This is an optimization exercise on Yosys and OpenROAD, whose aim is small area, not a production implementation. For this run, only the layout was checked, not whether the RTL still works. Power and IR drop assume default switching activity.

File: design/flow/design.v
module id_stage (
    input  logic        clk,
    input  logic        rst,
    input  logic [31:0] ID_pc,
    input  logic [31:0] ID_instr,
    input  logic        M_we,
    input  logic [4:0]  M_wa,
    input  logic        WB_we,
    input  logic [4:0]  WB_addr,
    input  logic [31:0] WB_wd,
    output logic        stall,
    output logic [2:0]  IF_j,
    output logic [31:0] IF_pc4,
    output logic [31:0] E_pc,
    output logic [31:0] E_instr,
    output logic [31:0] E_rd1,
    output logic [31:0] E_rd2,
    output logic [31:0] E_ext,
    output logic [4:0]  E_wa,
    output logic        E_we,
    output logic        E_load,
    output logic        E_store
);
    localparam logic [5:0] OP_RTYPE = 6'h00;
    localparam logic [5:0] OP_J     = 6'h02;
    localparam logic [5:0] OP_JAL   = 6'h03;
    localparam logic [5:0] OP_BEQ   = 6'h04;
    localparam logic [5:0] OP_ORI   = 6'h0D;
    localparam logic [5:0] OP_LUI   = 6'h0F;
    localparam logic [5:0] OP_LW    = 6'h23;
    localparam logic [5:0] OP_SW    = 6'h2B;
    localparam logic [5:0] FN_JR    = 6'h08;
    localparam logic [5:0] FN_ADDU  = 6'h21;
    localparam logic [5:0] FN_SUBU  = 6'h23;
    logic [31:0][31:0] grf_q;
    logic [31:0][31:0] grf_d;
    logic [31:0] e_pc_q, e_pc_d, e_instr_q, e_instr_d;
    logic [31:0] e_rd1_q, e_rd1_d, e_rd2_q, e_rd2_d, e_ext_q, e_ext_d;
    logic [4:0]  e_wa_q, e_wa_d;
    logic        e_we_q, e_we_d, e_load_q, e_load_d, e_store_q, e_store_d;
    logic [5:0]  op, funct;
    logic [4:0]  rs, rt, rd;
    logic [15:0] imm;
    logic        is_addu, is_subu, is_jr, is_ori, is_lui, is_lw, is_sw;
    logic        is_beq, is_j, is_jal;
    logic        use_rs, use_rt, haz_rs, haz_rt, stl;
    logic [31:0] rd1, rd2, ext, pc4, br_tgt;
    logic [4:0]  wa;
    logic        we;
    logic [2:0]  if_j;
    logic [31:0] if_pc4;
    always_comb begin
        op      = ID_instr[31:26];
        rs      = ID_instr[25:21];
        rt      = ID_instr[20:16];
        rd      = ID_instr[15:11];
        funct   = ID_instr[5:0];
        imm     = ID_instr[15:0];
        is_addu = (op == OP_RTYPE) && (funct == FN_ADDU);
        is_subu = (op == OP_RTYPE) && (funct == FN_SUBU);
        is_jr   = (op == OP_RTYPE) && (funct == FN_JR);
        is_ori  = (op == OP_ORI);
        is_lui  = (op == OP_LUI);
        is_lw   = (op == OP_LW);
        is_sw   = (op == OP_SW);
        is_beq  = (op == OP_BEQ);
        is_j    = (op == OP_J);
        is_jal  = (op == OP_JAL);
        use_rs  = is_addu | is_subu | is_ori | is_lw | is_sw | is_beq | is_jr;
        use_rt  = is_addu | is_subu | is_sw | is_beq;
    end
    always_comb begin
        rd1 = '0;
        rd2 = '0;
        if (rs != 5'd0)
            rd1 = (WB_we && WB_addr == rs) ? WB_wd : grf_q[rs];
        if (rt != 5'd0)
            rd2 = (WB_we && WB_addr == rt) ? WB_wd : grf_q[rt];
    end
    always_comb begin
        haz_rs = use_rs && (rs != 5'd0) &&
                 ((e_we_q && e_wa_q == rs) || (M_we && M_wa == rs));
        haz_rt = use_rt && (rt != 5'd0) &&
                 ((e_we_q && e_wa_q == rt) || (M_we && M_wa == rt));
        stl    = haz_rs | haz_rt;
    end
    always_comb begin
        pc4    = ID_pc + 32'd4;
        br_tgt = pc4 + {{14{imm[15]}}, imm, 2'b00};
        if_j   = 3'd0;
        if_pc4 = pc4;
        if (!stl) begin
            if (is_beq && rd1 == rd2) begin
                if_j   = 3'd1;
                if_pc4 = br_tgt;
            end else if (is_j || is_jal) begin
                if_j   = 3'd2;
                if_pc4 = {pc4[31:28], ID_instr[25:0], 2'b00};
            end else if (is_jr) begin
                if_j   = 3'd3;
                if_pc4 = rd1;
            end
        end
    end
    always_comb begin
        ext = '0;
        if (is_ori)
            ext = {16'd0, imm};
        else if (is_lw || is_sw || is_beq)
            ext = {{16{imm[15]}}, imm};
        else if (is_lui)
            ext = {imm, 16'd0};
        wa = '0;
        we = 1'b0;
        if (is_addu || is_subu) begin
            wa = rd;
            we = 1'b1;
        end else if (is_ori || is_lui || is_lw) begin
            wa = rt;
            we = 1'b1;
        end else if (is_jal) begin
            wa = 5'd31;
            we = 1'b1;
        end
    end
    always_comb begin
        grf_d = grf_q;
        if (WB_we && WB_addr != 5'd0)
            grf_d[WB_addr] = WB_wd;
        e_pc_d    = '0;
        e_instr_d = '0;
        e_rd1_d   = '0;
        e_rd2_d   = '0;
        e_ext_d   = '0;
        e_wa_d    = '0;
        e_we_d    = 1'b0;
        e_load_d  = 1'b0;
        e_store_d = 1'b0;
        if (!stl) begin
            e_pc_d    = ID_pc;
            e_instr_d = ID_instr;
            e_rd1_d   = rd1;
            e_rd2_d   = rd2;
            e_ext_d   = ext;
            e_wa_d    = wa;
            e_we_d    = we;
            e_load_d  = is_lw;
            e_store_d = is_sw;
        end
    end
    always_ff @(posedge clk or negedge rst) begin
        if (!rst) begin
            for (int i = 0; i < 32; i++) grf_q[i] <= '0;
            e_pc_q    <= '0;
            e_instr_q <= '0;
            e_rd1_q   <= '0;
            e_rd2_q   <= '0;
            e_ext_q   <= '0;
            e_wa_q    <= '0;
            e_we_q    <= 1'b0;
            e_load_q  <= 1'b0;
            e_store_q <= 1'b0;
        end else begin
            grf_q     <= grf_d;
            e_pc_q    <= e_pc_d;
            e_instr_q <= e_instr_d;
            e_rd1_q   <= e_rd1_d;
            e_rd2_q   <= e_rd2_d;
            e_ext_q   <= e_ext_d;
            e_wa_q    <= e_wa_d;
            e_we_q    <= e_we_d;
            e_load_q  <= e_load_d;
            e_store_q <= e_store_d;
        end
    end
    assign stall   = stl;
    assign IF_j    = if_j;
    assign IF_pc4  = if_pc4;
    assign E_pc    = e_pc_q;
    assign E_instr = e_instr_q;
    assign E_rd1   = e_rd1_q;
    assign E_rd2   = e_rd2_q;
    assign E_ext   = e_ext_q;
    assign E_wa    = e_wa_q;
    assign E_we    = e_we_q;
    assign E_load  = e_load_q;
    assign E_store = e_store_q;
endmodule
File: design/flow/config.mk
export PLATFORM = sky130hd
export DESIGN_NAME = id_stage
export DESIGN_NICKNAME = id_stage
export VERILOG_FILES = /design/flow/design.v
export SDC_FILE = /design/flow/constraint.sdc
export NUM_CORES = 4
export LEC_CHECK = 0
export CAP_MARGIN = 20
export CORE_MARGIN = 2
export CORE_UTILIZATION = 40
export SLEW_MARGIN = 20
File: design/flow/constraint.sdc
create_clock -name core_clock -period 11.0 [get_ports {clk}]
set_input_delay 2.2000 -clock core_clock [delete_from_list [all_inputs] [get_ports {clk}]]
set_output_delay 2.2000 -clock core_clock [all_outputs]
set_load 0.01 [all_outputs]
File: design/flow/run.sh
#!/bin/bash
# synth_recipe.tcl (not shown) runs the flow's synth.tcl, then flattens the netlist and writes it again
# the make line also repeats each setting of config.mk as NAME=value (left out here)
make -C /OpenROAD-flow-scripts/flow DESIGN_CONFIG=/design/flow/config.mk WORK_HOME=/design/flow/orfs CLKGATE_MAP_FILE= SYNTH_SCRIPT=/design/flow/synth_recipe.tcl finish
==> run summary <==
-- cells by family after synthesis --
logic type	Yosys count	share of synthesized area [%]
multiplexers	1598	36.7
flip-flops	1192	46.6
other	1	0.00586
adder cells (fa/ha/maj)	33	0.657
buffers and inverters	482	3.51
AO/OA/AOI/OAI	520	5.86
AND/OR/NAND/NOR	675	5.19
XOR/XNOR	109	1.49
-- per-stage QoR --
stage	hold WS (ns)	instances	worst slack (ns)
floorplan	0.441	4610	3.19
global placement	0.377	6729	0.862
detailed placement	0.382	6730	0.916
CTS	0.396	6974	0.911
global route	0.404	6977	0.727
finish	0.397	6980	0.663
-- placed cells by master (no fill, tap or decap), types with 15 or more instances in the layout --
cell type	netlist	final
sky130_fd_sc_hd__nand3_1	51	51
sky130_fd_sc_hd__buf_12	0	15
sky130_fd_sc_hd__clkdlybuf4s50_1	0	300
sky130_fd_sc_hd__a211oi_1	27	27
sky130_fd_sc_hd__dfrtp_1	1192	1192
sky130_fd_sc_hd__nand2_2	0	31
sky130_fd_sc_hd__a21oi_1	93	93
sky130_fd_sc_hd__mux2_2	1002	1002
sky130_fd_sc_hd__a221oi_1	58	58
sky130_fd_sc_hd__clkbuf_1	223	30
sky130_fd_sc_hd__o31ai_1	21	19
sky130_fd_sc_hd__ha_1	32	32
sky130_fd_sc_hd__and2_1	82	81
sky130_fd_sc_hd__and3_1	17	17
sky130_fd_sc_hd__xor2_1	47	47
sky130_fd_sc_hd__clkbuf_16	0	142
sky130_fd_sc_hd__o22ai_1	52	52
sky130_fd_sc_hd__o21ai_0	42	42
sky130_fd_sc_hd__a32oi_1	29	29
sky130_fd_sc_hd__nand2_1	208	177
sky130_fd_sc_hd__buf_4	30	178
sky130_fd_sc_hd__mux4_2	497	497
sky130_fd_sc_hd__clkbuf_8	0	31
sky130_fd_sc_hd__inv_1	24	23
sky130_fd_sc_hd__nor3_1	40	39
sky130_fd_sc_hd__nor2_1	162	158
sky130_fd_sc_hd__a22oi_1	74	74
sky130_fd_sc_hd__mux2i_1	99	99
sky130_fd_sc_hd__nand2b_1	27	27
sky130_fd_sc_hd__xnor2_1	62	62
sky130_fd_sc_hd__clkinv_2	0	22
-- area by class of cell --
cell class,count,share of cell area (%)
clock inverter,41,0.650
timing repair buffer,507,6.44
tap,2072,3.50
multi-input combinational,2936,43.4
antenna,4,0.0135
sequential,1192,40.3
inverter,25,0.129
clock buffer,203,5.53
-- power groups by stage --
stage	clock (µW)	sequential, µW	combinational [µW]
CTS	4740	6130	3560
finish	4680	6150	3590
global route	4930	6290	3790
floorplan	0	5990	2440
global placement	0	6140	3510
detailed placement	0	6210	3550
-- state kept, by name, summed over array words and instances, names as in the netlist --
name       flops
grf_q       1024
e_load_q       1
e_we_q         1
e_wa_q         5
e_store_q      1
e_rd1_q       32
e_ext_q       32
e_pc_q        32
e_rd2_q       32
e_instr_q     32
-- routing by layer --
metal,wire length [µm],vias up
li1,-,18000
met1,94400,23900
met2,106000,2565
met3,24500,562
met4,12000,8
met5,52,-
-- worst register-to-register path, stage by stage (launching register included) --
cell	delay, ns
sky130_fd_sc_hd__dfrtp_1	0.47
sky130_fd_sc_hd__xor2_1	0.21
sky130_fd_sc_hd__nor4_1	0.28
sky130_fd_sc_hd__and3_1	0.20
sky130_fd_sc_hd__a31oi_1	0.12
sky130_fd_sc_hd__o31ai_4	0.93
sky130_fd_sc_hd__buf_4	0.85
sky130_fd_sc_hd__nor2_1	0.45
-- final timing paths --
check | end | cells past startpoint
min | grf_q[20] | 0
min in group asynchronous | e_pc_q[13] | 1
max | IF_pc4[16] | 14
min reg2reg | grf_q[20] | 0
max reg2reg | e_rd1_q[5] | 7
max in group asynchronous | grf_q[422] | 3
==> flow_summary.json <==
{
  "die_width_um": 404,
  "syn-instance-count": 4610,
  "die_area_mm2": 0.163,
  "routedWlPerCell_um": 33.9,
  "vertical_die_dimension_um": 404,
  "cts.reportedPaths.clkPinSlew_ns": 0.05,
  "synth.cells.most_frequent": "1192 x sky130_fd_sc_hd__dfrtp_1, 1002 x sky130_fd_sc_hd__mux2_2, 497 x sky130_fd_sc_hd__mux4_2",
  "io_buffer_count": 312,
  "worstMarginPinSlew_ns": 1.12,
  "drc": 0,
  "synthTopCellsByArea": "sky130_fd_sc_hd__dfrtp_1 47%, sky130_fd_sc_hd__mux2_2 18%, sky130_fd_sc_hd__mux4_2 17%, sky130_fd_sc_hd__mux2i_1 1.5%, sky130_fd_sc_hd__clkbuf_1 1.3%",
  "synthToLayoutAreaGrowth_pct": 15.6,
  "grt_pass1_vias": 45100,
  "clock_network_power_share_pct": 32.4,
  "detailedRoute.firstPassIterationCount": 6,
  "synthesis.nets": 4753,
  "layout.area.seq_mm2": 0.0298,
  "multi_input_area_mm2": 0.0321,
  "cts_repair_resize_count": 0,
  "layout.nets": 4941,
  "clock_tree_buf_depth": 3,
  "drv_cap": 0,
  "timing.hold.worst.class": "flop to flop",
  "grt_util_met1_pct": 39.0,
  "setup.worst_path.start_class": "input port",
  "slowest_stage": "sky130_fd_sc_hd__o21ai_1",
  "critical_path.endpoint_type": "output port",
  "worstSetupStartpoint": "WB_addr[2]",
  "max_freq_mhz": 96.7,
  "average_instance_area_after_synthesis_um2": 13.9,
  "synth_ff_type": "sky130_fd_sc_hd__dfrtp_1",
  "worst_hold_startpoint": "grf_q[20]",
  "fin_worst_skew_ns": 0.0247,
  "pwr-share-seq_pct": 42.7,
  "most_frequent_cell_after_synthesis": "sky130_fd_sc_hd__dfrtp_1",
  "synth_largest_area_cell": "sky130_fd_sc_hd__dfrtp_1",
  "yosysUniqueCellTypes": 80,
  "status": "timing/DRC/antenna clean",
  "rsz0062_at_grt": "no",
  "post_cts_hold_buffer_count": 0,
  "synth.yosys.seq_area_share_pct": 46.6,
  "tmin_final_ns": 10.34,
  "power.total_uw": 14400,
  "async_reset_ff_share_pct": 100,
  "cp_cell_sequence": "clkdlybuf4s50_1 > xnor2_1 > nand4_1 > o21ai_1 > buf_4 > o22a_1 > o211ai_1 > xnor2_1 > nand4_1 > nor4_2 > nand4_2 > nor2b_1 > a21oi_1 > clkdlybuf4s50_1",
  "post-synth-top-area-fraction_pct": 46.6,
  "globalRouteMet3Util_pct": 7.77,
  "worst-path-max-fanout": 8,
  "buffer_type_at_the_clock_tree_root": "sky130_fd_sc_hd__clkbuf_16",
  "row_count": 146,
  "worst-path-buf-inv": 3,
  "power.net_switching_uw": 4210,
  "maxSlewViolCount": 0,
  "max-vdd-ir-drop_uv": 154,
  "n_fill_cell": 14000,
  "post_synth_instance_area_mm2": 0.0640,
  "global_route.peak_usage_layer": "met2",
  "post_cts_repair_timing_setup_buffer_count": 0,
  "post-route-cell-area_mm2": 0.0740,
  "grt_overflow_total": 0,
  "static-leakage-power_uw": 0.0318,
  "floorplan.initialDensity_pct": 40.4,
  "postRouteWirelength_um": 236000,
  "reg2reg_slack_ns": 7.26,
  "worstPathRequired_ns": 8.80,
  "crit_type": "input port to output port",
  "groute.usage.overall_pct": 28.9,
  "min_period_over_period_pct": 94.0,
  "number_of_clock_buffers_inserted_by_tritoncts": 136,
  "worst_path_dominant_cell_family": "compound AO/OA/AOI/OAI gates",
  "largest_net_degree_at_the_start_of_global_routing": 161,
  "antenna_violations_before_repair": 14,
  "power-per-cell-area_mw_per_mm2": 195,
  "dr_total_vias": 45000,
  "design.core.area_mm2": 0.159,
  "final_antenna_net_count": 0,
  "ctsHtreeMaxLevel": 4,
  "final_layout_size_suffix_gt1_share_pct": 40.6,
  "dr.first_iter.drc_count": 5142,
  "final_standard_cell_utilization_of_the_core_pct": 46.7,
  "p_comb_share_pct": 24.9,
  "number_of_clock_sinks": 1192,
  "timing_hold_violations_final": 0,
  "vias_per_cell": 6.45,
  "maxSlewHeadroom_pct": 24.8,
  "pin_count": 314,
  "cpPeakStageDelay_ns": 1.03,
  "crit-reg2reg-launch": "e_wa_q[4]",
  "yosysWarnings": 1,
  "crit_path_arrival_time_ns": 8.14,
  "dp.final_hpwl_um": 153000,
  "setup_viol_count_final": 0,
  "number_of_enable_flip_flop_cells_after_synthesis": 0,
  "globalplace.congestion": 0.935,
  "placed_area_mm2": 0.0694,
  "grt_pass1_wl_um": 339000,
  "synth_seq_cells": 1192,
  "p_sw_share_pct": 29.2,
  "tritoncts": "yes",
  "setup_tns_ns": 0,
  "globalRouteMet2Util_pct": 43.7,
  "skew_pair_late_insertion_delay_ns": 0.78,
  "p_int_uw": 10200
}

## static timing again, ports no longer ideal
The flow's constraints put no driver on any port. The routed layout listed below was extracted and timed again, unchanged, in two steps. Step 1: set_driving_cell puts a clkbuf_16 on clk and a buf_2 on each other input, an assumption about the parent block. Step 2 also shifts input and output timing later by t, the mid clock arrival at the registers, as if the neighbouring blocks saw the same clock. Three values: ideal, step 1, step 2; two values: the first two.
t, ns: 0.859
setup WS [ns]: 0.663 / 0.621 / 0.621
worst register clock-pin slew, ns: 0.06 / 0.06
After both steps this run still meets setup and hold. The setup slack of this run moves by -0.042 ns with the drivers and by -0.042 ns with both steps.
